Context: an optimization exercise on an open-source flow, tuned for small area, a short achievable clock period and few clock cycles per item. The choices shown serve that exercise and are no tape-out recipe.
In this exercise RTL edits were held to simulation tests only and were not proved equivalent to the original.

===== flow/run.sh =====
#!/bin/bash
# synth_recipe.tcl (not shown) runs the flow's synth.tcl, then flattens the netlist and writes it again
# the make line also repeats each setting of config.mk as NAME=value (left out here)
make -C /OpenROAD-flow-scripts/flow DESIGN_CONFIG=/design/flow/config.mk WORK_HOME=/design/flow/orfs CLKGATE_MAP_FILE= SYNTH_SCRIPT=/design/flow/synth_recipe.tcl finish

===== flow/constraint.sdc =====
create_clock -name core_clock -period 9.5 [get_ports {clock}]
set_input_delay 1.9000 -clock core_clock [delete_from_list [all_inputs] [get_ports {clock}]]
set_output_delay 1.9000 -clock core_clock [all_outputs]
set_load 0.01 [all_outputs]

===== flow/design.v =====
`default_nettype none
package srtc_pkg;
   localparam int unsigned POS_W   = 16;
   localparam int unsigned DELTA_W = 15;
   localparam int unsigned US_W    = 11;
   localparam int unsigned PULSE_W = 12;
   localparam int unsigned PROD_W  = 27;
   localparam int unsigned CODE_W  = 3;
   localparam logic [7:0] CSR_BISTABLE_MODE      = 8'd0;
   localparam logic [7:0] CSR_TRIGGER_ACTIVE_LOW = 8'd1;
   localparam logic [7:0] CSR_MIN_PULSE_US       = 8'd2;
   localparam logic [7:0] CSR_PULSE_SPAN_US      = 8'd3;
   localparam logic [US_W-1:0] MIN_PULSE_RESET  = 11'd1000;
   localparam logic [US_W-1:0] PULSE_SPAN_RESET = 11'd1000;
   localparam logic [CODE_W-1:0] RAMP_CODE_IDLE  = 3'd0;
   localparam logic [CODE_W-1:0] RAMP_CODE_ATOB  = 3'd1;
   localparam logic [CODE_W-1:0] RAMP_CODE_ATTOP = 3'd2;
   localparam logic [CODE_W-1:0] RAMP_CODE_BTOA  = 3'd3;
   localparam logic [CODE_W-1:0] RAMP_CODE_WAIT  = 3'd4;
endpackage
`default_nettype wire
`default_nettype none
module srtc_useq (
   input  wire  clock,
   input  wire  reset,
   input  wire  req_valid,
   input  wire  rsp_ready,
   output logic adv,
   output logic in_fire,
   output logic v1,
   output logic rsp_valid
);
   logic v2;
   logic v3;
   assign adv     = !rsp_valid || rsp_ready;
   assign in_fire = req_valid && adv && !reset;
   always_ff @(posedge clock) begin
      if (reset) begin
         v1        <= 1'b0;
         v2        <= 1'b0;
         v3        <= 1'b0;
         rsp_valid <= 1'b0;
      end else if (adv) begin
         v1        <= in_fire;
         v2        <= v1;
         v3        <= v2;
         rsp_valid <= v3;
      end
   end
endmodule
`default_nettype wire
`default_nettype none
import srtc_pkg::*;
module srtc_ramp (
   input  wire                             clock,
   input  wire                             reset,
   input  wire                             en,
   input  wire                             bistable_mode,
   input  wire                             act,
   input  wire [7:0]                       step_sel,
   output logic [srtc_pkg::CODE_W-1:0]     state_code,
   output logic [srtc_pkg::POS_W-1:0]      phase
);
   logic [CODE_W-1:0]  state_ff;
   logic [CODE_W-1:0]  state_in;
   logic [POS_W-1:0]   phasor_ff;
   logic [POS_W-1:0]   phasor_in;
   logic               rising_ff;
   logic               rising_in;
   logic               dir;
   logic [DELTA_W-1:0] base;
   logic [9:0]         slope;
   logic [13:0]        sf;
   logic [POS_W-1:0]   from;
   logic [POS_W:0]     sum;
   logic [POS_W-1:0]   adv_phase;
   logic               hit;
   always_comb begin
      dir = rising_ff;
      if (bistable_mode) begin
         if (state_ff == RAMP_CODE_ATOB && !act) begin
            dir = 1'b0;
         end else if (state_ff == RAMP_CODE_BTOA && act) begin
            dir = 1'b1;
         end
      end
   end
   function automatic logic [srtc_pkg::DELTA_W-1:0] step_base(input logic [3:0] idx);
      case (idx)
         4'd0:  step_base = 15'd131;
         4'd1:  step_base = 15'd164;
         4'd2:  step_base = 15'd218;
         4'd3:  step_base = 15'd262;
         4'd4:  step_base = 15'd328;
         4'd5:  step_base = 15'd437;
         4'd6:  step_base = 15'd524;
         4'd7:  step_base = 15'd655;
         4'd8:  step_base = 15'd749;
         4'd9:  step_base = 15'd874;
         4'd10: step_base = 15'd1049;
         4'd11: step_base = 15'd1311;
         4'd12: step_base = 15'd1748;
         4'd13: step_base = 15'd2621;
         4'd14: step_base = 15'd5243;
         default: step_base = 15'd13107;
      endcase
   endfunction
   function automatic logic [9:0] step_slope(input logic [3:0] idx);
      case (idx)
         4'd0:  step_slope = 10'd2;
         4'd1:  step_slope = 10'd3;
         4'd2:  step_slope = 10'd2;
         4'd3:  step_slope = 10'd4;
         4'd4:  step_slope = 10'd6;
         4'd5:  step_slope = 10'd5;
         4'd6:  step_slope = 10'd8;
         4'd7:  step_slope = 10'd5;
         4'd8:  step_slope = 10'd7;
         4'd9:  step_slope = 10'd10;
         4'd10: step_slope = 10'd16;
         4'd11: step_slope = 10'd27;
         4'd12: step_slope = 10'd54;
         4'd13: step_slope = 10'd163;
         4'd14: step_slope = 10'd491;
         default: step_slope = 10'd819;
      endcase
   endfunction
   assign base  = step_base(step_sel[7:4]);
   assign slope = step_slope(step_sel[7:4]);
   assign sf   = slope * step_sel[3:0];
   assign from = phasor_ff ^ {POS_W{!dir}};
   assign sum  = {1'b0, from} + {2'b00, base} + {3'b000, sf};
   always_comb begin
      hit = sum[POS_W];
      if (hit) begin
         adv_phase = {POS_W{dir}};
      end else begin
         adv_phase = sum[POS_W-1:0] ^ {POS_W{!dir}};
      end
   end
   always_comb begin
      state_in  = state_ff;
      phasor_in = phasor_ff;
      rising_in = rising_ff;
      if (bistable_mode) begin
         case (state_ff)
            RAMP_CODE_IDLE: begin
               if (act) begin
                  state_in  = RAMP_CODE_ATOB;
                  rising_in = 1'b1;
               end
            end
            RAMP_CODE_ATOB: begin
               if (!act) begin
                  state_in  = RAMP_CODE_BTOA;
                  rising_in = 1'b0;
               end
               phasor_in = adv_phase;
               if (hit) begin
                  state_in = RAMP_CODE_ATTOP;
               end
            end
            RAMP_CODE_ATTOP: begin
               if (!act) begin
                  state_in  = RAMP_CODE_BTOA;
                  rising_in = 1'b0;
               end
            end
            RAMP_CODE_BTOA: begin
               if (act) begin
                  state_in  = RAMP_CODE_ATOB;
                  rising_in = 1'b1;
               end
               phasor_in = adv_phase;
               if (hit) begin
                  state_in = RAMP_CODE_IDLE;
               end
            end
            default: state_in = RAMP_CODE_IDLE;
         endcase
      end else begin
         case (state_ff)
            RAMP_CODE_IDLE: begin
               if (act) begin
                  state_in  = RAMP_CODE_ATOB;
                  rising_in = 1'b1;
               end
            end
            RAMP_CODE_ATOB: begin
               phasor_in = adv_phase;
               if (hit) begin
                  state_in  = RAMP_CODE_BTOA;
                  rising_in = 1'b0;
               end
            end
            RAMP_CODE_ATTOP: begin
               state_in  = RAMP_CODE_BTOA;
               rising_in = 1'b0;
            end
            RAMP_CODE_BTOA: begin
               phasor_in = adv_phase;
               if (hit) begin
                  state_in = RAMP_CODE_WAIT;
               end
            end
            RAMP_CODE_WAIT: begin
               if (!act) begin
                  state_in = RAMP_CODE_IDLE;
               end
            end
            default: state_in = RAMP_CODE_IDLE;
         endcase
      end
   end
   always_ff @(posedge clock) begin
      if (reset) begin
         state_ff  <= RAMP_CODE_IDLE;
         phasor_ff <= '0;
         rising_ff <= 1'b1;
      end else if (en) begin
         state_ff  <= state_in;
         phasor_ff <= phasor_in;
         rising_ff <= rising_in;
      end
   end
   assign state_code = state_ff;
   assign phase      = phasor_ff;
endmodule
`default_nettype wire
`default_nettype none
import srtc_pkg::*;
module srtc_dpath (
   input  wire                           clock,
   input  wire                           adv,
   input  wire                           trigger_active_low,
   input  wire [srtc_pkg::US_W-1:0]      min_pulse_us,
   input  wire [srtc_pkg::US_W-1:0]      pulse_span_us,
   input  wire [srtc_pkg::POS_W-1:0]     pos_a,
   input  wire [srtc_pkg::POS_W-1:0]     pos_b,
   input  wire [srtc_pkg::POS_W-1:0]     travel_time,
   input  wire                           trigger_pin,
   input  wire [srtc_pkg::CODE_W-1:0]    state_code,
   input  wire [srtc_pkg::POS_W-1:0]     phase,
   output logic                          act,
   output logic [7:0]                    step_sel,
   output logic [srtc_pkg::PULSE_W-1:0]  rsp_pulse_us,
   output logic [srtc_pkg::CODE_W-1:0]   rsp_ramp_state,
   output logic [srtc_pkg::POS_W-1:0]    rsp_phase
);
   logic [POS_W-1:0]   a1_ff;
   logic [POS_W-1:0]   dmag1_ff;
   logic               dneg1_ff;
   logic [7:0]         tt1_ff;
   logic               pin1_ff;
   logic [PROD_W-1:0]  rp2_ff;
   logic [PROD_W-1:0]  op2_ff;
   logic               neg2_ff;
   logic [PROD_W-1:0]  p3_ff;
   logic               rc3_ff;
   logic [PULSE_W-1:0] mox3_ff;
   logic               neg3_ff;
   logic [POS_W-1:0]   phase3_ff;
   logic [CODE_W-1:0]  state3_ff;
   logic [POS_W:0]     diff;
   logic [29:0]        span_sel;
   logic [29:0]        rq_sel;
   logic [PROD_W-1:0]  rng_prod;
   logic [PROD_W-1:0]  off_prod;
   logic [US_W-1:0]    oq;
   logic [PULSE_W-1:0] mo;
   logic [PROD_W-1:0]  res_prod;
   logic [PROD_W-1:0]  res_full;
   logic [PULSE_W-1:0] sum0;
   logic [PULSE_W-1:0] sum1;
   function automatic logic div_carry(input logic [srtc_pkg::PROD_W-1:0] x);
      div_carry = (&x[15:11]) & (x[10:0] >= ~x[26:16]);
   endfunction
   assign diff  = {1'b0, pos_b} - {1'b0, pos_a};
   always_ff @(posedge clock) begin
      if (adv) begin
         a1_ff    <= pos_a;
         dmag1_ff <= diff[POS_W] ? (pos_a - pos_b) : diff[POS_W-1:0];
         dneg1_ff <= diff[POS_W];
         tt1_ff   <= travel_time[15:8];
         pin1_ff  <= trigger_pin;
      end
   end
   assign act      = pin1_ff ^ trigger_active_low;
   assign step_sel = tt1_ff;
   srtc_booth_sel u_span_sel (
      .y   (pulse_span_us),
      .sel (span_sel)
   );
   srtc_mul u_mul_rng (
      .x   (dmag1_ff),
      .sel (span_sel),
      .p   (rng_prod)
   );
   srtc_mul u_mul_off (
      .x   (a1_ff),
      .sel (span_sel),
      .p   (off_prod)
   );
   always_ff @(posedge clock) begin
      if (adv) begin
         rp2_ff  <= rng_prod;
         op2_ff  <= off_prod;
         neg2_ff <= dneg1_ff;
      end
   end
   assign oq = op2_ff[PROD_W-1:POS_W];
   assign mo = {1'b0, min_pulse_us} + {1'b0, oq} + {11'b0, div_carry(op2_ff)};
   srtc_booth_sel u_rq_sel (
      .y   (rp2_ff[PROD_W-1:POS_W]),
      .sel (rq_sel)
   );
   srtc_mul u_mul_res (
      .x   (phase),
      .sel (rq_sel),
      .p   (res_prod)
   );
   always_ff @(posedge clock) begin
      if (adv) begin
         p3_ff     <= res_prod;
         rc3_ff    <= div_carry(rp2_ff);
         mox3_ff   <= mo ^ {PULSE_W{neg2_ff}};
         neg3_ff   <= neg2_ff;
         phase3_ff <= phase;
         state3_ff <= state_code;
      end
   end
   assign res_full = p3_ff + (rc3_ff ? PROD_W'(phase3_ff) : PROD_W'(0));
   assign sum0 = mox3_ff + {1'b0, res_full[PROD_W-1:POS_W]};
   assign sum1 = mox3_ff + {1'b0, res_full[PROD_W-1:POS_W]} + 12'd1;
   always_ff @(posedge clock) begin
      if (adv) begin
         rsp_pulse_us   <= (div_carry(res_full) ? sum1 : sum0) ^ {PULSE_W{neg3_ff}};
         rsp_ramp_state <= state3_ff;
         rsp_phase      <= phase3_ff;
      end
   end
endmodule
`default_nettype wire
`default_nettype none
module srtc_booth_sel (
   input  wire [10:0] y,
   output wire [29:0] sel
);
   wire [12:0] z = {1'b0, y, 1'b0};
   genvar j;
   for (j = 0; j < 6; j = j + 1) begin : g_digit
      assign sel[5 * j]     = ~z[2 * j + 2] & (z[2 * j + 1] ^ z[2 * j]);
      assign sel[5 * j + 1] = z[2 * j + 2] & (z[2 * j + 1] ^ z[2 * j]);
      assign sel[5 * j + 2] = ~z[2 * j + 2] & z[2 * j + 1] & z[2 * j];
      assign sel[5 * j + 3] = z[2 * j + 2] & ~z[2 * j + 1] & ~z[2 * j];
      assign sel[5 * j + 4] = z[2 * j + 2] & ~(z[2 * j + 1] & z[2 * j]);
   end
endmodule
module srtc_mul (
   input  wire [15:0] x,
   input  wire [29:0] sel,
   output wire [26:0] p
);
   wire pp1;
   assign pp1 = (sel[0] & x[0]) | (sel[1] & ~x[0]) | sel[3];
   wire pp2;
   assign pp2 = (sel[0] & x[1]) | (sel[1] & ~x[1]) | (sel[2] & x[0]) | (sel[3] & ~x[0]);
   wire pp3;
   assign pp3 = (sel[0] & x[2]) | (sel[1] & ~x[2]) | (sel[2] & x[1]) | (sel[3] & ~x[1]);
   wire pp4;
   assign pp4 = (sel[0] & x[3]) | (sel[1] & ~x[3]) | (sel[2] & x[2]) | (sel[3] & ~x[2]);
   wire pp5;
   assign pp5 = (sel[0] & x[4]) | (sel[1] & ~x[4]) | (sel[2] & x[3]) | (sel[3] & ~x[3]);
   wire pp6;
   assign pp6 = (sel[0] & x[5]) | (sel[1] & ~x[5]) | (sel[2] & x[4]) | (sel[3] & ~x[4]);
   wire pp7;
   assign pp7 = (sel[0] & x[6]) | (sel[1] & ~x[6]) | (sel[2] & x[5]) | (sel[3] & ~x[5]);
   wire pp8;
   assign pp8 = (sel[0] & x[7]) | (sel[1] & ~x[7]) | (sel[2] & x[6]) | (sel[3] & ~x[6]);
   wire pp9;
   assign pp9 = (sel[0] & x[8]) | (sel[1] & ~x[8]) | (sel[2] & x[7]) | (sel[3] & ~x[7]);
   wire pp10;
   assign pp10 = (sel[0] & x[9]) | (sel[1] & ~x[9]) | (sel[2] & x[8]) | (sel[3] & ~x[8]);
   wire pp11;
   assign pp11 = (sel[0] & x[10]) | (sel[1] & ~x[10]) | (sel[2] & x[9]) | (sel[3] & ~x[9]);
   wire pp12;
   assign pp12 = (sel[0] & x[11]) | (sel[1] & ~x[11]) | (sel[2] & x[10]) | (sel[3] & ~x[10]);
   wire pp13;
   assign pp13 = (sel[0] & x[12]) | (sel[1] & ~x[12]) | (sel[2] & x[11]) | (sel[3] & ~x[11]);
   wire pp14;
   assign pp14 = (sel[0] & x[13]) | (sel[1] & ~x[13]) | (sel[2] & x[12]) | (sel[3] & ~x[12]);
   wire pp15;
   assign pp15 = (sel[0] & x[14]) | (sel[1] & ~x[14]) | (sel[2] & x[13]) | (sel[3] & ~x[13]);
   wire pp16;
   assign pp16 = (sel[0] & x[15]) | (sel[1] & ~x[15]) | (sel[2] & x[14]) | (sel[3] & ~x[14]);
   wire pp17;
   assign pp17 = sel[1] | (sel[2] & x[15]) | (sel[3] & ~x[15]);
   wire nn18;
   assign nn18 = ~sel[4];
   wire pp19;
   assign pp19 = (sel[5] & x[0]) | (sel[6] & ~x[0]) | sel[8];
   wire pp20;
   assign pp20 = (sel[5] & x[1]) | (sel[6] & ~x[1]) | (sel[7] & x[0]) | (sel[8] & ~x[0]);
   wire pp21;
   assign pp21 = (sel[5] & x[2]) | (sel[6] & ~x[2]) | (sel[7] & x[1]) | (sel[8] & ~x[1]);
   wire pp22;
   assign pp22 = (sel[5] & x[3]) | (sel[6] & ~x[3]) | (sel[7] & x[2]) | (sel[8] & ~x[2]);
   wire pp23;
   assign pp23 = (sel[5] & x[4]) | (sel[6] & ~x[4]) | (sel[7] & x[3]) | (sel[8] & ~x[3]);
   wire pp24;
   assign pp24 = (sel[5] & x[5]) | (sel[6] & ~x[5]) | (sel[7] & x[4]) | (sel[8] & ~x[4]);
   wire pp25;
   assign pp25 = (sel[5] & x[6]) | (sel[6] & ~x[6]) | (sel[7] & x[5]) | (sel[8] & ~x[5]);
   wire pp26;
   assign pp26 = (sel[5] & x[7]) | (sel[6] & ~x[7]) | (sel[7] & x[6]) | (sel[8] & ~x[6]);
   wire pp27;
   assign pp27 = (sel[5] & x[8]) | (sel[6] & ~x[8]) | (sel[7] & x[7]) | (sel[8] & ~x[7]);
   wire pp28;
   assign pp28 = (sel[5] & x[9]) | (sel[6] & ~x[9]) | (sel[7] & x[8]) | (sel[8] & ~x[8]);
   wire pp29;
   assign pp29 = (sel[5] & x[10]) | (sel[6] & ~x[10]) | (sel[7] & x[9]) | (sel[8] & ~x[9]);
   wire pp30;
   assign pp30 = (sel[5] & x[11]) | (sel[6] & ~x[11]) | (sel[7] & x[10]) | (sel[8] & ~x[10]);
   wire pp31;
   assign pp31 = (sel[5] & x[12]) | (sel[6] & ~x[12]) | (sel[7] & x[11]) | (sel[8] & ~x[11]);
   wire pp32;
   assign pp32 = (sel[5] & x[13]) | (sel[6] & ~x[13]) | (sel[7] & x[12]) | (sel[8] & ~x[12]);
   wire pp33;
   assign pp33 = (sel[5] & x[14]) | (sel[6] & ~x[14]) | (sel[7] & x[13]) | (sel[8] & ~x[13]);
   wire pp34;
   assign pp34 = (sel[5] & x[15]) | (sel[6] & ~x[15]) | (sel[7] & x[14]) | (sel[8] & ~x[14]);
   wire pp35;
   assign pp35 = sel[6] | (sel[7] & x[15]) | (sel[8] & ~x[15]);
   wire nn36;
   assign nn36 = ~sel[9];
   wire pp37;
   assign pp37 = (sel[10] & x[0]) | (sel[11] & ~x[0]) | sel[13];
   wire pp38;
   assign pp38 = (sel[10] & x[1]) | (sel[11] & ~x[1]) | (sel[12] & x[0]) | (sel[13] & ~x[0]);
   wire pp39;
   assign pp39 = (sel[10] & x[2]) | (sel[11] & ~x[2]) | (sel[12] & x[1]) | (sel[13] & ~x[1]);
   wire pp40;
   assign pp40 = (sel[10] & x[3]) | (sel[11] & ~x[3]) | (sel[12] & x[2]) | (sel[13] & ~x[2]);
   wire pp41;
   assign pp41 = (sel[10] & x[4]) | (sel[11] & ~x[4]) | (sel[12] & x[3]) | (sel[13] & ~x[3]);
   wire pp42;
   assign pp42 = (sel[10] & x[5]) | (sel[11] & ~x[5]) | (sel[12] & x[4]) | (sel[13] & ~x[4]);
   wire pp43;
   assign pp43 = (sel[10] & x[6]) | (sel[11] & ~x[6]) | (sel[12] & x[5]) | (sel[13] & ~x[5]);
   wire pp44;
   assign pp44 = (sel[10] & x[7]) | (sel[11] & ~x[7]) | (sel[12] & x[6]) | (sel[13] & ~x[6]);
   wire pp45;
   assign pp45 = (sel[10] & x[8]) | (sel[11] & ~x[8]) | (sel[12] & x[7]) | (sel[13] & ~x[7]);
   wire pp46;
   assign pp46 = (sel[10] & x[9]) | (sel[11] & ~x[9]) | (sel[12] & x[8]) | (sel[13] & ~x[8]);
   wire pp47;
   assign pp47 = (sel[10] & x[10]) | (sel[11] & ~x[10]) | (sel[12] & x[9]) | (sel[13] & ~x[9]);
   wire pp48;
   assign pp48 = (sel[10] & x[11]) | (sel[11] & ~x[11]) | (sel[12] & x[10]) | (sel[13] & ~x[10]);
   wire pp49;
   assign pp49 = (sel[10] & x[12]) | (sel[11] & ~x[12]) | (sel[12] & x[11]) | (sel[13] & ~x[11]);
   wire pp50;
   assign pp50 = (sel[10] & x[13]) | (sel[11] & ~x[13]) | (sel[12] & x[12]) | (sel[13] & ~x[12]);
   wire pp51;
   assign pp51 = (sel[10] & x[14]) | (sel[11] & ~x[14]) | (sel[12] & x[13]) | (sel[13] & ~x[13]);
   wire pp52;
   assign pp52 = (sel[10] & x[15]) | (sel[11] & ~x[15]) | (sel[12] & x[14]) | (sel[13] & ~x[14]);
   wire pp53;
   assign pp53 = sel[11] | (sel[12] & x[15]) | (sel[13] & ~x[15]);
   wire nn54;
   assign nn54 = ~sel[14];
   wire pp55;
   assign pp55 = (sel[15] & x[0]) | (sel[16] & ~x[0]) | sel[18];
   wire pp56;
   assign pp56 = (sel[15] & x[1]) | (sel[16] & ~x[1]) | (sel[17] & x[0]) | (sel[18] & ~x[0]);
   wire pp57;
   assign pp57 = (sel[15] & x[2]) | (sel[16] & ~x[2]) | (sel[17] & x[1]) | (sel[18] & ~x[1]);
   wire pp58;
   assign pp58 = (sel[15] & x[3]) | (sel[16] & ~x[3]) | (sel[17] & x[2]) | (sel[18] & ~x[2]);
   wire pp59;
   assign pp59 = (sel[15] & x[4]) | (sel[16] & ~x[4]) | (sel[17] & x[3]) | (sel[18] & ~x[3]);
   wire pp60;
   assign pp60 = (sel[15] & x[5]) | (sel[16] & ~x[5]) | (sel[17] & x[4]) | (sel[18] & ~x[4]);
   wire pp61;
   assign pp61 = (sel[15] & x[6]) | (sel[16] & ~x[6]) | (sel[17] & x[5]) | (sel[18] & ~x[5]);
   wire pp62;
   assign pp62 = (sel[15] & x[7]) | (sel[16] & ~x[7]) | (sel[17] & x[6]) | (sel[18] & ~x[6]);
   wire pp63;
   assign pp63 = (sel[15] & x[8]) | (sel[16] & ~x[8]) | (sel[17] & x[7]) | (sel[18] & ~x[7]);
   wire pp64;
   assign pp64 = (sel[15] & x[9]) | (sel[16] & ~x[9]) | (sel[17] & x[8]) | (sel[18] & ~x[8]);
   wire pp65;
   assign pp65 = (sel[15] & x[10]) | (sel[16] & ~x[10]) | (sel[17] & x[9]) | (sel[18] & ~x[9]);
   wire pp66;
   assign pp66 = (sel[15] & x[11]) | (sel[16] & ~x[11]) | (sel[17] & x[10]) | (sel[18] & ~x[10]);
   wire pp67;
   assign pp67 = (sel[15] & x[12]) | (sel[16] & ~x[12]) | (sel[17] & x[11]) | (sel[18] & ~x[11]);
   wire pp68;
   assign pp68 = (sel[15] & x[13]) | (sel[16] & ~x[13]) | (sel[17] & x[12]) | (sel[18] & ~x[12]);
   wire pp69;
   assign pp69 = (sel[15] & x[14]) | (sel[16] & ~x[14]) | (sel[17] & x[13]) | (sel[18] & ~x[13]);
   wire pp70;
   assign pp70 = (sel[15] & x[15]) | (sel[16] & ~x[15]) | (sel[17] & x[14]) | (sel[18] & ~x[14]);
   wire pp71;
   assign pp71 = sel[16] | (sel[17] & x[15]) | (sel[18] & ~x[15]);
   wire nn72;
   assign nn72 = ~sel[19];
   wire pp73;
   assign pp73 = (sel[20] & x[0]) | (sel[21] & ~x[0]) | sel[23];
   wire pp74;
   assign pp74 = (sel[20] & x[1]) | (sel[21] & ~x[1]) | (sel[22] & x[0]) | (sel[23] & ~x[0]);
   wire pp75;
   assign pp75 = (sel[20] & x[2]) | (sel[21] & ~x[2]) | (sel[22] & x[1]) | (sel[23] & ~x[1]);
   wire pp76;
   assign pp76 = (sel[20] & x[3]) | (sel[21] & ~x[3]) | (sel[22] & x[2]) | (sel[23] & ~x[2]);
   wire pp77;
   assign pp77 = (sel[20] & x[4]) | (sel[21] & ~x[4]) | (sel[22] & x[3]) | (sel[23] & ~x[3]);
   wire pp78;
   assign pp78 = (sel[20] & x[5]) | (sel[21] & ~x[5]) | (sel[22] & x[4]) | (sel[23] & ~x[4]);
   wire pp79;
   assign pp79 = (sel[20] & x[6]) | (sel[21] & ~x[6]) | (sel[22] & x[5]) | (sel[23] & ~x[5]);
   wire pp80;
   assign pp80 = (sel[20] & x[7]) | (sel[21] & ~x[7]) | (sel[22] & x[6]) | (sel[23] & ~x[6]);
   wire pp81;
   assign pp81 = (sel[20] & x[8]) | (sel[21] & ~x[8]) | (sel[22] & x[7]) | (sel[23] & ~x[7]);
   wire pp82;
   assign pp82 = (sel[20] & x[9]) | (sel[21] & ~x[9]) | (sel[22] & x[8]) | (sel[23] & ~x[8]);
   wire pp83;
   assign pp83 = (sel[20] & x[10]) | (sel[21] & ~x[10]) | (sel[22] & x[9]) | (sel[23] & ~x[9]);
   wire pp84;
   assign pp84 = (sel[20] & x[11]) | (sel[21] & ~x[11]) | (sel[22] & x[10]) | (sel[23] & ~x[10]);
   wire pp85;
   assign pp85 = (sel[20] & x[12]) | (sel[21] & ~x[12]) | (sel[22] & x[11]) | (sel[23] & ~x[11]);
   wire pp86;
   assign pp86 = (sel[20] & x[13]) | (sel[21] & ~x[13]) | (sel[22] & x[12]) | (sel[23] & ~x[12]);
   wire pp87;
   assign pp87 = (sel[20] & x[14]) | (sel[21] & ~x[14]) | (sel[22] & x[13]) | (sel[23] & ~x[13]);
   wire pp88;
   assign pp88 = (sel[20] & x[15]) | (sel[21] & ~x[15]) | (sel[22] & x[14]) | (sel[23] & ~x[14]);
   wire pp89;
   assign pp89 = sel[21] | (sel[22] & x[15]) | (sel[23] & ~x[15]);
   wire nn90;
   assign nn90 = ~sel[24];
   wire pp91;
   assign pp91 = (sel[25] & x[0]);
   wire pp92;
   assign pp92 = (sel[25] & x[1]) | (sel[27] & x[0]);
   wire pp93;
   assign pp93 = (sel[25] & x[2]) | (sel[27] & x[1]);
   wire pp94;
   assign pp94 = (sel[25] & x[3]) | (sel[27] & x[2]);
   wire pp95;
   assign pp95 = (sel[25] & x[4]) | (sel[27] & x[3]);
   wire pp96;
   assign pp96 = (sel[25] & x[5]) | (sel[27] & x[4]);
   wire pp97;
   assign pp97 = (sel[25] & x[6]) | (sel[27] & x[5]);
   wire pp98;
   assign pp98 = (sel[25] & x[7]) | (sel[27] & x[6]);
   wire pp99;
   assign pp99 = (sel[25] & x[8]) | (sel[27] & x[7]);
   wire pp100;
   assign pp100 = (sel[25] & x[9]) | (sel[27] & x[8]);
   wire pp101;
   assign pp101 = (sel[25] & x[10]) | (sel[27] & x[9]);
   wire pp102;
   assign pp102 = (sel[25] & x[11]) | (sel[27] & x[10]);
   wire pp103;
   assign pp103 = (sel[25] & x[12]) | (sel[27] & x[11]);
   wire pp104;
   assign pp104 = (sel[25] & x[13]) | (sel[27] & x[12]);
   wire pp105;
   assign pp105 = (sel[25] & x[14]) | (sel[27] & x[13]);
   wire pp106;
   assign pp106 = (sel[25] & x[15]) | (sel[27] & x[14]);
   wire pp107;
   assign pp107 = (sel[27] & x[15]);
   wire hs108;
   wire hc109;
   assign hs108 = 1'b1 ^ nn18;
   assign hc109 = 1'b1 & nn18;
   wire hs110;
   wire hc111;
   assign hs110 = 1'b1 ^ pp35;
   assign hc111 = 1'b1 & pp35;
   wire hs112;
   wire hc113;
   assign hs112 = pp7 ^ pp23;
   assign hc113 = pp7 & pp23;
   wire hs114;
   wire hc115;
   assign hs114 = pp8 ^ pp24;
   assign hc115 = pp8 & pp24;
   wire fs116;
   wire fc117;
   assign fs116 = pp9 ^ pp25 ^ pp41;
   assign fc117 = (pp9 & pp25) | (pp9 & pp41) | (pp25 & pp41);
   wire hs118;
   wire hc119;
   assign hs118 = pp57 ^ pp73;
   assign hc119 = pp57 & pp73;
   wire fs120;
   wire fc121;
   assign fs120 = pp10 ^ pp26 ^ pp42;
   assign fc121 = (pp10 & pp26) | (pp10 & pp42) | (pp26 & pp42);
   wire hs122;
   wire hc123;
   assign hs122 = pp58 ^ pp74;
   assign hc123 = pp58 & pp74;
   wire fs124;
   wire fc125;
   assign fs124 = pp11 ^ pp27 ^ pp43;
   assign fc125 = (pp11 & pp27) | (pp11 & pp43) | (pp27 & pp43);
   wire fs126;
   wire fc127;
   assign fs126 = pp59 ^ pp75 ^ pp91;
   assign fc127 = (pp59 & pp75) | (pp59 & pp91) | (pp75 & pp91);
   wire fs128;
   wire fc129;
   assign fs128 = pp12 ^ pp28 ^ pp44;
   assign fc129 = (pp12 & pp28) | (pp12 & pp44) | (pp28 & pp44);
   wire fs130;
   wire fc131;
   assign fs130 = pp60 ^ pp76 ^ pp92;
   assign fc131 = (pp60 & pp76) | (pp60 & pp92) | (pp76 & pp92);
   wire fs132;
   wire fc133;
   assign fs132 = pp13 ^ pp29 ^ pp45;
   assign fc133 = (pp13 & pp29) | (pp13 & pp45) | (pp29 & pp45);
   wire fs134;
   wire fc135;
   assign fs134 = pp61 ^ pp77 ^ pp93;
   assign fc135 = (pp61 & pp77) | (pp61 & pp93) | (pp77 & pp93);
   wire fs136;
   wire fc137;
   assign fs136 = pp14 ^ pp30 ^ pp46;
   assign fc137 = (pp14 & pp30) | (pp14 & pp46) | (pp30 & pp46);
   wire fs138;
   wire fc139;
   assign fs138 = pp62 ^ pp78 ^ pp94;
   assign fc139 = (pp62 & pp78) | (pp62 & pp94) | (pp78 & pp94);
   wire fs140;
   wire fc141;
   assign fs140 = pp15 ^ pp31 ^ pp47;
   assign fc141 = (pp15 & pp31) | (pp15 & pp47) | (pp31 & pp47);
   wire fs142;
   wire fc143;
   assign fs142 = pp63 ^ pp79 ^ pp95;
   assign fc143 = (pp63 & pp79) | (pp63 & pp95) | (pp79 & pp95);
   wire fs144;
   wire fc145;
   assign fs144 = pp16 ^ pp32 ^ pp48;
   assign fc145 = (pp16 & pp32) | (pp16 & pp48) | (pp32 & pp48);
   wire fs146;
   wire fc147;
   assign fs146 = pp64 ^ pp80 ^ pp96;
   assign fc147 = (pp64 & pp80) | (pp64 & pp96) | (pp80 & pp96);
   wire fs148;
   wire fc149;
   assign fs148 = pp17 ^ pp33 ^ pp49;
   assign fc149 = (pp17 & pp33) | (pp17 & pp49) | (pp33 & pp49);
   wire fs150;
   wire fc151;
   assign fs150 = pp65 ^ pp81 ^ pp97;
   assign fc151 = (pp65 & pp81) | (pp65 & pp97) | (pp81 & pp97);
   wire fs152;
   wire fc153;
   assign fs152 = pp34 ^ pp50 ^ pp66;
   assign fc153 = (pp34 & pp50) | (pp34 & pp66) | (pp50 & pp66);
   wire fs154;
   wire fc155;
   assign fs154 = pp82 ^ pp98 ^ hs108;
   assign fc155 = (pp82 & pp98) | (pp82 & hs108) | (pp98 & hs108);
   wire fs156;
   wire fc157;
   assign fs156 = pp51 ^ pp67 ^ pp83;
   assign fc157 = (pp51 & pp67) | (pp51 & pp83) | (pp67 & pp83);
   wire fs158;
   wire fc159;
   assign fs158 = pp99 ^ hc109 ^ hs110;
   assign fc159 = (pp99 & hc109) | (pp99 & hs110) | (hc109 & hs110);
   wire fs160;
   wire fc161;
   assign fs160 = nn36 ^ pp52 ^ pp68;
   assign fc161 = (nn36 & pp52) | (nn36 & pp68) | (pp52 & pp68);
   wire fs162;
   wire fc163;
   assign fs162 = pp84 ^ pp100 ^ hc111;
   assign fc163 = (pp84 & pp100) | (pp84 & hc111) | (pp100 & hc111);
   wire fs164;
   wire fc165;
   assign fs164 = 1'b1 ^ pp53 ^ pp69;
   assign fc165 = (1'b1 & pp53) | (1'b1 & pp69) | (pp53 & pp69);
   wire hs166;
   wire hc167;
   assign hs166 = pp85 ^ pp101;
   assign hc167 = pp85 & pp101;
   wire fs168;
   wire fc169;
   assign fs168 = nn54 ^ pp70 ^ pp86;
   assign fc169 = (nn54 & pp70) | (nn54 & pp86) | (pp70 & pp86);
   wire hs170;
   wire hc171;
   assign hs170 = 1'b1 ^ pp71;
   assign hc171 = 1'b1 & pp71;
   wire hs172;
   wire hc173;
   assign hs172 = pp5 ^ pp21;
   assign hc173 = pp5 & pp21;
   wire hs174;
   wire hc175;
   assign hs174 = pp6 ^ pp22;
   assign hc175 = pp6 & pp22;
   wire fs176;
   wire fc177;
   assign fs176 = pp39 ^ pp55 ^ sel[19];
   assign fc177 = (pp39 & pp55) | (pp39 & sel[19]) | (pp55 & sel[19]);
   wire fs178;
   wire fc179;
   assign fs178 = pp40 ^ pp56 ^ hc113;
   assign fc179 = (pp40 & pp56) | (pp40 & hc113) | (pp56 & hc113);
   wire fs180;
   wire fc181;
   assign fs180 = sel[24] ^ hc115 ^ hs118;
   assign fc181 = (sel[24] & hc115) | (sel[24] & hs118) | (hc115 & hs118);
   wire fs182;
   wire fc183;
   assign fs182 = hc119 ^ hs122 ^ fc117;
   assign fc183 = (hc119 & hs122) | (hc119 & fc117) | (hs122 & fc117);
   wire fs184;
   wire fc185;
   assign fs184 = hc123 ^ fc121 ^ fs124;
   assign fc185 = (hc123 & fc121) | (hc123 & fs124) | (fc121 & fs124);
   wire fs186;
   wire fc187;
   assign fs186 = fc125 ^ fc127 ^ fs128;
   assign fc187 = (fc125 & fc127) | (fc125 & fs128) | (fc127 & fs128);
   wire fs188;
   wire fc189;
   assign fs188 = fc129 ^ fc131 ^ fs132;
   assign fc189 = (fc129 & fc131) | (fc129 & fs132) | (fc131 & fs132);
   wire fs190;
   wire fc191;
   assign fs190 = fc133 ^ fc135 ^ fs136;
   assign fc191 = (fc133 & fc135) | (fc133 & fs136) | (fc135 & fs136);
   wire fs192;
   wire fc193;
   assign fs192 = fc137 ^ fc139 ^ fs140;
   assign fc193 = (fc137 & fc139) | (fc137 & fs140) | (fc139 & fs140);
   wire fs194;
   wire fc195;
   assign fs194 = fc141 ^ fc143 ^ fs144;
   assign fc195 = (fc141 & fc143) | (fc141 & fs144) | (fc143 & fs144);
   wire fs196;
   wire fc197;
   assign fs196 = fc145 ^ fc147 ^ fs148;
   assign fc197 = (fc145 & fc147) | (fc145 & fs148) | (fc147 & fs148);
   wire fs198;
   wire fc199;
   assign fs198 = fc149 ^ fc151 ^ fs152;
   assign fc199 = (fc149 & fc151) | (fc149 & fs152) | (fc151 & fs152);
   wire fs200;
   wire fc201;
   assign fs200 = fc153 ^ fs156 ^ fc155;
   assign fc201 = (fc153 & fs156) | (fc153 & fc155) | (fs156 & fc155);
   wire fs202;
   wire fc203;
   assign fs202 = fc157 ^ fs160 ^ fc159;
   assign fc203 = (fc157 & fs160) | (fc157 & fc159) | (fs160 & fc159);
   wire fs204;
   wire fc205;
   assign fs204 = hs166 ^ fc161 ^ fs164;
   assign fc205 = (hs166 & fc161) | (hs166 & fs164) | (fc161 & fs164);
   wire fs206;
   wire fc207;
   assign fs206 = pp102 ^ hc167 ^ fc165;
   assign fc207 = (pp102 & hc167) | (pp102 & fc165) | (hc167 & fc165);
   wire fs208;
   wire fc209;
   assign fs208 = pp87 ^ pp103 ^ hs170;
   assign fc209 = (pp87 & pp103) | (pp87 & hs170) | (pp103 & hs170);
   wire fs210;
   wire fc211;
   assign fs210 = nn72 ^ pp88 ^ pp104;
   assign fc211 = (nn72 & pp88) | (nn72 & pp104) | (pp88 & pp104);
   wire hs212;
   wire hc213;
   assign hs212 = 1'b1 ^ pp89;
   assign hc213 = 1'b1 & pp89;
   wire hs214;
   wire hc215;
   assign hs214 = pp3 ^ pp19;
   assign hc215 = pp3 & pp19;
   wire hs216;
   wire hc217;
   assign hs216 = pp4 ^ pp20;
   assign hc217 = pp4 & pp20;
   wire fs218;
   wire fc219;
   assign fs218 = pp37 ^ sel[14] ^ hs172;
   assign fc219 = (pp37 & sel[14]) | (pp37 & hs172) | (sel[14] & hs172);
   wire fs220;
   wire fc221;
   assign fs220 = pp38 ^ hc173 ^ hs174;
   assign fc221 = (pp38 & hc173) | (pp38 & hs174) | (hc173 & hs174);
   wire fs222;
   wire fc223;
   assign fs222 = hc175 ^ hs112 ^ fs176;
   assign fc223 = (hc175 & hs112) | (hc175 & fs176) | (hs112 & fs176);
   wire fs224;
   wire fc225;
   assign fs224 = hs114 ^ fc177 ^ fs178;
   assign fc225 = (hs114 & fc177) | (hs114 & fs178) | (fc177 & fs178);
   wire fs226;
   wire fc227;
   assign fs226 = fs116 ^ fc179 ^ fs180;
   assign fc227 = (fs116 & fc179) | (fs116 & fs180) | (fc179 & fs180);
   wire fs228;
   wire fc229;
   assign fs228 = fs120 ^ fc181 ^ fs182;
   assign fc229 = (fs120 & fc181) | (fs120 & fs182) | (fc181 & fs182);
   wire fs230;
   wire fc231;
   assign fs230 = fs126 ^ fc183 ^ fs184;
   assign fc231 = (fs126 & fc183) | (fs126 & fs184) | (fc183 & fs184);
   wire fs232;
   wire fc233;
   assign fs232 = fs130 ^ fc185 ^ fs186;
   assign fc233 = (fs130 & fc185) | (fs130 & fs186) | (fc185 & fs186);
   wire fs234;
   wire fc235;
   assign fs234 = fs134 ^ fc187 ^ fs188;
   assign fc235 = (fs134 & fc187) | (fs134 & fs188) | (fc187 & fs188);
   wire fs236;
   wire fc237;
   assign fs236 = fs138 ^ fc189 ^ fs190;
   assign fc237 = (fs138 & fc189) | (fs138 & fs190) | (fc189 & fs190);
   wire fs238;
   wire fc239;
   assign fs238 = fs142 ^ fc191 ^ fs192;
   assign fc239 = (fs142 & fc191) | (fs142 & fs192) | (fc191 & fs192);
   wire fs240;
   wire fc241;
   assign fs240 = fs146 ^ fc193 ^ fs194;
   assign fc241 = (fs146 & fc193) | (fs146 & fs194) | (fc193 & fs194);
   wire fs242;
   wire fc243;
   assign fs242 = fs150 ^ fc195 ^ fs196;
   assign fc243 = (fs150 & fc195) | (fs150 & fs196) | (fc195 & fs196);
   wire fs244;
   wire fc245;
   assign fs244 = fs154 ^ fc197 ^ fs198;
   assign fc245 = (fs154 & fc197) | (fs154 & fs198) | (fc197 & fs198);
   wire fs246;
   wire fc247;
   assign fs246 = fs158 ^ fc199 ^ fs200;
   assign fc247 = (fs158 & fc199) | (fs158 & fs200) | (fc199 & fs200);
   wire fs248;
   wire fc249;
   assign fs248 = fs162 ^ fc201 ^ fs202;
   assign fc249 = (fs162 & fc201) | (fs162 & fs202) | (fc201 & fs202);
   wire fs250;
   wire fc251;
   assign fs250 = fc163 ^ fs204 ^ fc203;
   assign fc251 = (fc163 & fs204) | (fc163 & fc203) | (fs204 & fc203);
   wire fs252;
   wire fc253;
   assign fs252 = fs168 ^ fc205 ^ fs206;
   assign fc253 = (fs168 & fc205) | (fs168 & fs206) | (fc205 & fs206);
   wire fs254;
   wire fc255;
   assign fs254 = fc169 ^ fs208 ^ fc207;
   assign fc255 = (fc169 & fs208) | (fc169 & fc207) | (fs208 & fc207);
   wire fs256;
   wire fc257;
   assign fs256 = hc171 ^ fs210 ^ fc209;
   assign fc257 = (hc171 & fs210) | (hc171 & fc209) | (fs210 & fc209);
   wire fs258;
   wire fc259;
   assign fs258 = pp105 ^ hs212 ^ fc211;
   assign fc259 = (pp105 & hs212) | (pp105 & fc211) | (hs212 & fc211);
   wire fs260;
   wire fc261;
   assign fs260 = nn90 ^ pp106 ^ hc213;
   assign fc261 = (nn90 & pp106) | (nn90 & hc213) | (pp106 & hc213);
   wire hs262;
   wire hc263;
   assign hs262 = 1'b1 ^ pp107;
   assign hc263 = 1'b1 & pp107;
   wire [26:0] ra = {fc261, fc259, fc257, fc255, fc253, fc251, fc249, fc247, fc245, fc243, fc241, fc239, fc237, fc235, fc233, fc231, fc229, fc227, fc225, fc223, fc221, fc219, hc217, hc215, hs214, pp2, pp1};
   wire [26:0] rb = {hs262, fs260, fs258, fs256, fs254, fs252, fs250, fs248, fs246, fs244, fs242, fs240, fs238, fs236, fs234, fs232, fs230, fs228, fs226, fs224, fs222, fs220, fs218, hs216, sel[9], 1'b0, sel[4]};
   assign p = ra + rb;
endmodule
`default_nettype wire
`default_nettype none
import srtc_pkg::*;
module servo_ramp_trigger_controller_unit (
   input  wire         clock,
   input  wire         reset,
   input  wire         req_tvalid,
   output logic        req_tready,
   input  wire  [55:0] req_tdata,
   output logic        rsp_tvalid,
   input  wire         rsp_tready,
   output logic [31:0] rsp_tdata,
   input  wire         csr_valid,
   output logic        csr_ready,
   input  wire  [7:0]  csr_index,
   input  wire  [10:0] csr_data
);
   logic               bistable_mode_ff;
   logic               trigger_active_low_ff;
   logic [US_W-1:0]    min_pulse_us_ff;
   logic [US_W-1:0]    pulse_span_us_ff;
   logic               adv;
   logic               in_fire;
   logic               v1;
   logic               act;
   logic [7:0]         step_sel;
   logic [CODE_W-1:0]  state_code;
   logic [POS_W-1:0]   phase;
   logic [PULSE_W-1:0] rsp_pulse_us;
   logic [CODE_W-1:0]  rsp_ramp_state;
   logic [POS_W-1:0]   rsp_phase;
   assign csr_ready = !reset;
   always_ff @(posedge clock) begin
      if (reset) begin
         bistable_mode_ff      <= 1'b1;
         trigger_active_low_ff <= 1'b1;
         min_pulse_us_ff       <= MIN_PULSE_RESET;
         pulse_span_us_ff      <= PULSE_SPAN_RESET;
      end else if (csr_valid) begin
         case (csr_index)
            CSR_BISTABLE_MODE:      bistable_mode_ff      <= csr_data[0];
            CSR_TRIGGER_ACTIVE_LOW: trigger_active_low_ff <= csr_data[0];
            CSR_MIN_PULSE_US:       min_pulse_us_ff       <= csr_data;
            CSR_PULSE_SPAN_US:      pulse_span_us_ff      <= csr_data;
            default: begin
            end
         endcase
      end
   end
   srtc_useq u_useq (
      .clock     (clock),
      .reset     (reset),
      .req_valid (req_tvalid),
      .rsp_ready (rsp_tready),
      .adv       (adv),
      .in_fire   (in_fire),
      .v1        (v1),
      .rsp_valid (rsp_tvalid)
   );
   assign req_tready = adv && !reset;
   srtc_ramp u_ramp (
      .clock         (clock),
      .reset         (reset),
      .en            (adv && v1),
      .bistable_mode (bistable_mode_ff),
      .act           (act),
      .step_sel      (step_sel),
      .state_code    (state_code),
      .phase         (phase)
   );
   srtc_dpath u_dpath (
      .clock              (clock),
      .adv                (adv),
      .trigger_active_low (trigger_active_low_ff),
      .min_pulse_us       (min_pulse_us_ff),
      .pulse_span_us      (pulse_span_us_ff),
      .pos_a              (req_tdata[15:0]),
      .pos_b              (req_tdata[31:16]),
      .travel_time        (req_tdata[47:32]),
      .trigger_pin        (req_tdata[48]),
      .state_code         (state_code),
      .phase              (phase),
      .act                (act),
      .step_sel           (step_sel),
      .rsp_pulse_us       (rsp_pulse_us),
      .rsp_ramp_state     (rsp_ramp_state),
      .rsp_phase          (rsp_phase)
   );
   assign rsp_tdata = {1'b0, rsp_phase, rsp_ramp_state, rsp_pulse_us};
endmodule
`default_nettype wire

===== flow/config.mk =====
export PLATFORM = sky130hd
export DESIGN_NAME = servo_ramp_trigger_controller_unit
export DESIGN_NICKNAME = servo_ramp_trigger_controller_unit
export VERILOG_FILES = /design/flow/design.v
export SDC_FILE = /design/flow/constraint.sdc
export NUM_CORES = 4
export LEC_CHECK = 0
export ABC_AREA = 1
export CAP_MARGIN = 20
export CORE_MARGIN = 2
export CORE_UTILIZATION = 40
export SETUP_SLACK_MARGIN = 5
export SLEW_MARGIN = 20
export SYNTH_HIERARCHICAL = 1

==> summary.txt, run 1 <==
* Outcome: timing/DRC/antenna clean
* Core ar. at 83400 µm²
* Detail Placement HPWL at roughly 76000 µm
* Synthesized cell area at 33600 µm²
* TritonRoute pass-1 iters at 8
* Syn Inst Count at around 4.7k
* Die Y at a little under 300 µm
* Fraction of layout cells with a size suffix above 1 at 0.231
* Clock buffer depth at 3
* DRC Markers at 0
* Final worst path period share at 0.476
* RePlAce Congestion at approximately 0.94
* Max Freq at between 200 and 250 MHz
* Routed vias at around 32k
* Die W at approximately 290 µm
* I/O pins at about 120
* Largest net degree at the start of global routing at between 60 and 70
* Setup crit start kind: flop
* Remaining global-route overflow at 0
* Inserted Diodes at 0
* Maxcap violations at 0
* WP data required at roughly 9900 ps
* GRT Util Overall at 0.233
* Syn avg cell area at 7.16 µm²
* PortBufs at around 100
* Post-DRT Antenna Nets at 0
* CTS Sinks at ~240
* 1st-iter DRT viols at about 2.9k
* Initial core utilization at 0.403
* Final net count at approximately 5.4k
* Clk pin slew, worst setup/hold paths at around 60 ps
* DP Area at approximately 35000 µm²
* Vias in the first global route at 29.1k
* Root Buffer: clkbuf_16
* DRT Wirelength at approximately 110000 µm
* Row count at approximately 110
* RSZ-0062 raised after global routing: yes
* Final instance area at between 40000 and 50000 µm²
* Full die area at ~86000 µm²
* Hold crit path type: flop to flop
* H-tree depth at 1
* Setup-failing EPs final at 0
* CP endpoint kind: flop
* Worst Tran Pin Value at 1120 ps
* CTS tree: built
* Avg WL per Cell at ~18 µm
* Clk_skew at between 15 and 20 ps
* First-pass GRT wire length at approximately 160000 µm
* Setup CP Type: flop to flop
* Mapped Nets at about 5.3k
* Worst skew pair latency at around 600 ps
* Fin. Hold Viols at 0
* R2r setup slk at approximately 5000 ps
* Synth-to-layout area growth at 25.1%
* Filler cells at approximately 7.9k
* Arrival time at the worst endpoint at 4950 ps
* Vias/cell at about 5.4
* Synth warnings at 10
* Max Slew Vio Count at 0
* Max FO, Critical Path at 7
* TNS Setup at 0 ps
* Min Tclk post-route at around 4500 ps
* CTS buffer count at 30
* Max_slew headroom at 0.251
* Initial antenna violation count at 1
==> through the flow <==
stage,hold slack (ps),std cells,setup WS (ps),utilization
after CTS,418,5826,4990,0.453
after detailed placement,405,5682,3810,0.421
after global placement,403,5682,3790,0.421
after global routing,418,5984,4810,0.504
after floorplan,400,4689,4640,-
final,418,5984,4980,0.504
==> registers in the layout (all words and copies together), names as in the netlist, 3 cells and up <==
| register | cells |
|---|---|
| u_dpath.rsp_phase | 16 |
| u_dpath.mox3_ff | 12 |
| u_dpath.tt1_ff | 8 |
| u_dpath.rsp_pulse_us | 12 |
| u_dpath.rp2_ff | 27 |
| u_dpath.op2_ff | 27 |
| min_pulse_us_ff | 11 |
| u_ramp.state_ff | 3 |
| u_dpath.a1_ff | 16 |
| u_dpath.rsp_ramp_state | 3 |
| u_dpath.dmag1_ff | 16 |
| pulse_span_us_ff | 11 |
| u_dpath.state3_ff | 3 |
| u_ramp.phasor_ff | 16 |
| u_dpath.p3_ff | 27 |
| u_dpath.phase3_ff | 16 |
==> metal layers <==
layer	GRT usage	up-vias	part of all wire
met1	0.321	15000	0.43
met2	0.381	1290	0.46
met4	0.0662	2	0.037
met5	0	-	0.00012
met3	0.0319	245	0.077
li1	-	15500	-
==> placed cells by master (no fill, tap or decap), types with 70 or more instances in the layout <==
cell and instances:
nand2_1 957, inv_1 787, nor2_1 256, fa_1 217, o21ai_0 202, buf_4 196, edfxtp_1 188, ha_1 171
nand3_1 169, a21oi_1 125, nand2_2 123, xor2_1 110, clkdlybuf4s50_1 94, inv_2 83, a221oi_1 71, ha_4 70
==> final timing paths <==
kind	to	start	cells past startpoint
max	u_dpath.rp2_ff[18]$_DFFE_PP_	pulse_span_us_ff[4]$_SDFFE_PP0P_	22
min	u_dpath.rsp_ramp_state[0]$_DFFE_PP_	u_dpath.state3_ff[0]$_DFFE_PP_	0
max reg2reg	u_dpath.rp2_ff[18]$_DFFE_PP_	pulse_span_us_ff[4]$_SDFFE_PP0P_	22
min reg2reg	u_dpath.rsp_ramp_state[0]$_DFFE_PP_	u_dpath.state3_ff[0]$_DFFE_PP_	0
==> worst max-delay path, cell delays in order (launching register included) <==
cell,delay [ps]
dfxtp_4,370
ha_4,270
nand2_2,50
inv_2,80
buf_4,120
clkinvlp_4,190
buf_6,190
o21ai_2,120
a221oi_2,60
fa_1,600
inv_2,70
fa_1,480
inv_1,50
fa_1,480
inv_1,60
ha_4,320
nand2_4,90
nor2_4,150
inv_2,80
nor2_4,120
nand4_1,80
nand3_1,110
xor2_1,190
==> final cells by class <==
class                           count  area (µm²)  share of cell area
Multi-Input combinational cell   3328       25900               0.616
Sequential cell                   236        6650               0.158
Inverter                          921        3660              0.0871
Timing Repair Buffer              356        3350              0.0798
Tap cell                         1080        1350              0.0322
Clock buffer                       38         875              0.0208
Clock inverter                     18         194             0.00462
Timing Repair inverter              7        46.3             0.00110
==> timing repair <==
| action | CTS | global route |
|---|---|---|
| resized for setup | 248 | 757 |
| setup endpoints to repair | 91 | 86 |
| cloned | 10 | 6 |
| pin swaps | 28 | 281 |
| hold buffers | 0 | 0 |
| setup buffers | 78 | 152 |
Testbench counts, summed over its fixed seeds: cycles 8,128, items 8,000.
==> inputs of run 2 (changes only) <==
--- a/flow/config.mk
+++ b/flow/config.mk
@@ -11,3 +11,3 @@
 export CORE_UTILIZATION = 40
-export SETUP_SLACK_MARGIN = 5
+export SETUP_SLACK_MARGIN = 4
 export SLEW_MARGIN = 20
==> summary.txt, run 2 <==
* TNS Setup at 0 ps (unchanged)
* Min Tclk post-route at 5380 ps (was 4520 ps)
* Full die area at 86300 µm² (unchanged)
* 1st-iter DRT viols at 2989 (was 2913)
* WP data required at 7600 ps (was 9920 ps)
* Hold Buf Count CTS at 0 (unchanged)
* RePlAce Congestion at 0.966 (was 0.941)
* Remaining global-route overflow at 0 (unchanged)
* Hold Startpoint: u_dpath.state3_ff[1]$_DFFE_PP_ (was u_dpath.state3_ff[0]$_DFFE_PP_)
* Root Buffer: clkbuf_16 (unchanged)
* Die W at 294 µm (unchanged)
* Fin. Hold Viols at 0 (unchanged)
* Worst slack, placed at 3780 ps (was 3810 ps)
* DRC Markers at 0 (unchanged)
* WHS at 412 ps (was 418 ps)
* Most frequent cells in the layout: nand2_1, inv_1, nor2_1 (unchanged)
* Synth-to-layout area growth at 7.86% (was 25.1%)
* R2r setup slk at 4240 ps (was 4980 ps)
* Routed vias at 30.3k (was 32.1k)
* Max Freq at 186 MHz (was 221 MHz)
* Setup CP Type: input pin to output port (was flop to flop)
* CTS Sinks at 236 (unchanged)
* Die Y at 294 µm (unchanged)
* Fraction of layout cells with a size suffix above 1 at 0.0585 (was 0.231)
* TritonRoute pass-1 iters at 6 (was 8)
* Synthesized cell area at 33600 µm² (unchanged)
* First-pass GRT wire length at 156000 µm (was 161000 µm)
* Multi-input logic area at 22600 µm² (was 25900 µm²)
* Vias in the first global route at 28.4k (was 29.1k)
* Reg2Reg Depth at 21 (was 22)
* Commonest non-fill, non-tap cell in the layout: nand2_1 (unchanged)
* Mapped Nets at 5256 (unchanged)
* Outcome: timing/DRC/antenna clean (unchanged)
* Setup-failing EPs final at 0 (unchanged)
* Post-DRT Antenna Nets at 0 (unchanged)
* Setup crit start kind: input pin (was flop)
* Vias/cell at 5.27 (was 5.36)
* Worst r2r src: pulse_span_us_ff[5]$_SDFFE_PP1P_ (was pulse_span_us_ff[4]$_SDFFE_PP0P_)
* Arrival time at the worst endpoint at 3480 ps (was 4950 ps)
* R2r endpoint: u_dpath.op2_ff[26]$_DFFE_PP_ (was u_dpath.rp2_ff[18]$_DFFE_PP_)
* Top flop regs: u_dpath.op2_ff x27, u_dpath.p3_ff x27, u_dpath.rp2_ff x27 (unchanged)
* Syn avg cell area at 7.16 µm² (unchanged)
* Largest net degree at the start of global routing at 61 (was 62)
* CTS buffer count at 31 (was 30)
* Detail Placement HPWL at 76400 µm (about the same)
* Filler cells at 8576 (was 7930)
* Non-filler instance count after layout at 5747 (was 5984)
* PortBufs at 98 (unchanged)
* Register area at 6610 µm² (was 6650 µm²)
* Maxcap violations at 0 (unchanged)
* DRT Wirelength at 98100 µm (was 107000 µm)
* GRT Util Overall at 0.225 (was 0.233)
* Row count at 106 (unchanged)
* Hold depth at 0 (unchanged)
* RSZ-0062 raised after global routing: yes (unchanged)
* Syn Inst Count at 4689 (unchanged)
* Placed insts at 5684 (was 5682)
* Setup WS post-layout at 4120 ps (was 4980 ps)
* Initial core utilization at 0.403 (unchanged)
* Initial antenna violation count at 3 (was 1)
* Clk pin slew, worst setup/hold paths at 60 ps (about the same)
* Worst skew pair latency at 610 ps (was 600 ps)
* Final net count at 5208 (was 5447)
* Worst Tran Pin Value at 1090 ps (was 1120 ps)
* Avg WL per Cell at 17.1 µm (was 17.9 µm)
* Final worst path period share at 0.566 (was 0.476)
* Clk_skew at 16.8 ps (was 19.5 ps)
* Synth warnings at 10 (unchanged)
* CTS tree: built (unchanged)
* Max Slew Vio Count at 0 (unchanged)
* H-tree depth at 1 (unchanged)
* Clock buffer depth at 3 (unchanged)
* Max_slew headroom at 0.271 (was 0.251)
* I/O pins at 115 (unchanged)
* WHS Endpoint: u_dpath.rsp_ramp_state[1]$_DFFE_PP_ (was u_dpath.rsp_ramp_state[0]$_DFFE_PP_)
* Core ar. at 83400 µm² (unchanged)
* Hold crit path type: flop to flop (unchanged)
* Max FO, Critical Path at 11 (was 7)
* CP endpoint kind: output port (was flop)
## run 2: cell types whose count changed in the layout (fill, tap and decap cells not counted), sizes merged, moves of 3 or more
cell           change
clkdlybuf4s50      +3
clkbuf             -6
clkinvlp          -28
buf              -230
inv               +20
clkinv             +7
## run 2: final cells by class
class	instances	area share
diodes	2	0.000138
clock buffers	34	0.0220
clock inverters	23	0.00539
inverters	921	0.0972
multi-input cells	3324	0.623
flip-flops and latches	236	0.182
well taps	1080	0.0373
repair buffers	127	0.0331
## run 2: per-stage QoR
step / instance area [µm²] / util
final: 36200 / 0.434
after global routing: 36200 / 0.434
after CTS: 36200 / 0.434
after detailed placement: 35100 / 0.421
after global placement: 35100 / 0.421
after floorplan: 33600 / -
## run 2: metal layers
layer  vias up  share of wire  global-route usage
li1      15000              -                   -
met1     14000           0.45               0.312
met2      1059           0.46               0.368
met3       153          0.070              0.0311
met4         2          0.026              0.0579
met5         -        0.00013                   0
## run 2: worst max path at each step
stage,start,to,cells after the start
floorplan,rsp_tready,req_tready,4
global placement,rsp_tready,req_tready,6
detailed placement,rsp_tready,req_tready,6
CTS,u_dpath.rp2_ff[17]$_DFFE_PP_,u_dpath.p3_ff[26]$_DFFE_PP_,18
global route,pulse_span_us_ff[5]$_SDFFE_PP1P_,u_dpath.op2_ff[26]$_DFFE_PP_,21
finish,rsp_tready,req_tready,6
## run 2: worst max-delay path, stage by stage
cell	delay [ps]
clkdlybuf4s50_1	540
clkinvlp_4	160
nand2_8	190
inv_1	60
nor2_1	80
clkdlybuf4s50_1	540
## run 2: what timing repair did
action / 4_1_cts / 5_1_grt
pin swaps: 1 / 1
endpoints found under the setup margin: 4 / 51
gates cloned: 3 / 0
endpoints found under the hold margin: 0 / 0
buffers inserted: 1 / 0
gates resized for setup: 5 / 12
==> inputs of run 3 (changes only) <==
--- a/flow/config.mk
+++ b/flow/config.mk
@@ -10,3 +10,3 @@
 export CORE_MARGIN = 2
-export CORE_UTILIZATION = 40
+export CORE_UTILIZATION = 60
 export SETUP_SLACK_MARGIN = 4
==> summary.txt, run 3 <==
* WP data required at 9830 ps (was 7600 ps)
* Setup-failing EPs final at 0 (unchanged)
* R2r setup slk at 4050 ps (was 4240 ps)
* Max FO, Critical Path at 32 (was 11)
* Worst r2r src: pulse_span_us_ff[1]$_SDFFE_PP0P_ (was pulse_span_us_ff[5]$_SDFFE_PP1P_)
* Avg WL per Cell at 17.6 µm (was 17.1 µm)
* Final instance area at 35900 µm² (was 36200 µm²)
* Most frequent cells in the layout: nand2_1, inv_1, nor2_1 (unchanged)
* Hold crit path type: flop to flop (unchanged)
* Detail Placement HPWL at 74000 µm (was 76400 µm)
* Worst Tran Pin Value at 1120 ps (was 1090 ps)
* H-tree depth at 1 (unchanged)
* Synth-to-layout area growth at 6.74% (was 7.86%)
* Clk pin slew, worst setup/hold paths at 60 ps (about the same)
* Vias/cell at 5.65 (was 5.27)
* Initial antenna violation count at 7 (was 3)
* CP endpoint kind: flop (was output port)
* DP Area at 34700 µm² (was 35100 µm²)
* Syn avg cell area at 7.16 µm² (unchanged)
* Root Buffer: clkbuf_16 (unchanged)
* Routed vias at 30.5k (was 30.3k)
* GRT Util Overall at 0.331 (was 0.225)
* Clock buffer depth at 3 (unchanged)
* 1st-iter DRT viols at 2621 (was 2989)
* DRT Wirelength at 95400 µm (was 98100 µm)
* Syn Inst Count at 4689 (unchanged)
* Max Slew Vio Count at 0 (unchanged)
* CTS Sinks at 236 (unchanged)
* Final net count at 5203 (was 5208)
* Die Y at 241 µm (was 294 µm)
* Setup crit start kind: flop (was input pin)
* Setup CP Type: flop to flop (was input pin to output port)
* TNS Setup at 0 ps (unchanged)
* R2r endpoint: u_dpath.rp2_ff[26]$_DFFE_PP_ (was u_dpath.op2_ff[26]$_DFFE_PP_)
* Maxcap violations at 0 (unchanged)
* Commonest non-fill, non-tap cell in the layout: nand2_1 (unchanged)
* CTS tree: built (unchanged)
* First-pass GRT wire length at 152000 µm (was 156000 µm)
* Fraction of layout cells with a size suffix above 1 at 0.0584 (was 0.0585)
* CTS buffer count at 29 (was 31)
* Inserted Diodes at 0 (was 2)
* Vias in the first global route at 28.4k (about the same)
* Core ar. at 55200 µm² (was 83400 µm²)
* Largest net degree at the start of global routing at 70 (was 61)
* Reg2Reg Depth at 19 (was 21)
* Arrival time at the worst endpoint at 5780 ps (was 3480 ps)
* CP Launch Point: pulse_span_us_ff[1]$_SDFFE_PP0P_ (was rsp_tready)
* Remaining global-route overflow at 0 (unchanged)
* DRC Markers at 0 (unchanged)
* Non-filler instance count after layout at 5406 (was 5747)
* Clk_skew at 33.0 ps (was 16.8 ps)
* Filler cells at 5066 (was 8576)
* I/O pins at 115 (unchanged)
* Post-DRT Antenna Nets at 0 (unchanged)
* Max_slew headroom at 0.255 (was 0.271)
* End of the critical path: u_dpath.rp2_ff[26]$_DFFE_PP_ (was req_tready)
* Mapped Nets at 5256 (unchanged)
* Min Tclk post-route at 5450 ps (was 5380 ps)
* Max Freq at 184 MHz (was 186 MHz)
* Initial core utilization at 0.608 (was 0.403)
* Final worst path period share at 0.573 (was 0.566)
* Top flop regs: u_dpath.op2_ff x27, u_dpath.p3_ff x27, u_dpath.rp2_ff x27 (unchanged)
* TritonRoute pass-1 iters at 6 (unchanged)
* Fin. Hold Viols at 0 (unchanged)
* Row count at 86 (was 106)
* PortBufs at 98 (unchanged)
* Outcome: timing/DRC/antenna clean (unchanged)
* Full die area at 57900 µm² (was 86300 µm²)
* RSZ-0062 raised after global routing: no (was yes)
* Synthesized cell area at 33600 µm² (unchanged)
* Synth warnings at 10 (unchanged)
* Hold Buf Count CTS at 0 (unchanged)
* Die W at 241 µm (was 294 µm)
* Worst skew pair latency at 600 ps (was 610 ps)
* Placed insts at 5346 (was 5684)
* RePlAce Congestion at 0.962 (was 0.966)
run 3: critical path: stages, from the launching register on:
cell	delay, ps
dfxtp_2	660
ha_1	240
inv_1	70
nor2_4	760
a221oi_1	270
fa_1	570
inv_1	50
fa_1	490
inv_1	50
fa_1	530
inv_1	60
ha_1	360
a21oi_1	310
nand2_1	230
nand2_1	110
nand2_1	70
a21oi_1	170
nand2_1	70
nand2_1	60
nand2_1	50
run 3: repair_timing:
action	4_1_cts	5_1_grt
buffers inserted	1	1
pin swaps	2	0
resized for setup	2	12
cloned	3	1
endpoints found under the setup margin	7	33
run 3: routing by layer:
layer / vias to the layer above / track usage / routed length [µm]
met5: - / 0 / 132
met4: 14 / 0.114 / 3760
met3: 227 / 0.0483 / 7160
met2: 1304 / 0.555 / 44300
met1: 14000 / 0.437 / 40000
li1: 15000 / - / -
run 3: how the worst min path moves through the flow:
stage                     slack [ps]                           start                                   to  cells past startpoint
after floorplan                  400      u_dpath.dneg1_ff$_DFFE_PP_            u_dpath.neg2_ff$_DFFE_PP_                      0
after global placement           410  u_dpath.state3_ff[2]$_DFFE_PP_  u_dpath.rsp_ramp_state[2]$_DFFE_PP_                      0
after detailed placement         410  u_dpath.state3_ff[2]$_DFFE_PP_  u_dpath.rsp_ramp_state[2]$_DFFE_PP_                      0
after CTS                        420  u_dpath.state3_ff[2]$_DFFE_PP_  u_dpath.rsp_ramp_state[2]$_DFFE_PP_                      0
after global routing             430  u_dpath.state3_ff[2]$_DFFE_PP_  u_dpath.rsp_ramp_state[2]$_DFFE_PP_                      0
final                            420  u_dpath.state3_ff[0]$_DFFE_PP_  u_dpath.rsp_ramp_state[0]$_DFFE_PP_                      0
run 3: area by class of cell:
| cell class | count | area [µm²] | share of cell area |
|---|---|---|---|
| Multi-Input combinational cell | 3324 | 22500 | 0.629 |
| Sequential cell | 236 | 6610 | 0.184 |
| Inverter | 921 | 3520 | 0.0981 |
| Timing Repair Buffer | 123 | 1170 | 0.0326 |
| Tap cell | 748 | 936 | 0.0261 |
| Clock buffer | 31 | 743 | 0.0207 |
| Clock inverter | 22 | 328 | 0.00914 |
| Timing Repair inverter | 1 | 5.00 | 0.000140 |
run 3: through the flow:
stage,setup WS (ps),util,hold slack [ps]
2_1_floorplan,4020,-,400
6_report,4050,0.649,419
4_1_cts,4030,0.648,419
3_3_place_gp,3910,0.628,406
5_1_grt,3970,0.649,428
3_5_place_dp,3870,0.628,405

-- re-timing with driven ports --
Ports are ideal in the flow. The routed layouts listed here were re-timed in OpenROAD. Step 1, drivers: a clkbuf_16 drives clock and a buf_2 each remaining input, both assumed. Step 2, shift: input delay + t, output delay - t, t = (earliest + latest rising clock arrival at the registers) / 2. This alone moves slack from input paths to output paths. Slacks: no drivers / after step 1 / after step 2; pairs: no drivers / after step 1.
run	t, ns	setup slack, ns	worst setup path at the end	worst slew at a driven data input, ns
run 1	0.659	4.978 / 4.978 / 4.804	input to register	0.13
run 2	0.667	4.121 / 4.095 / 4.095	input to output	0.13
run 3	0.651	4.054 / 4.054 / 4.054	register to register	0.10
After both steps setup and hold are still met in every run listed. The setup slack of run 1, which loses most, moves by 0.000 ns with the drivers and by -0.174 ns with both steps.
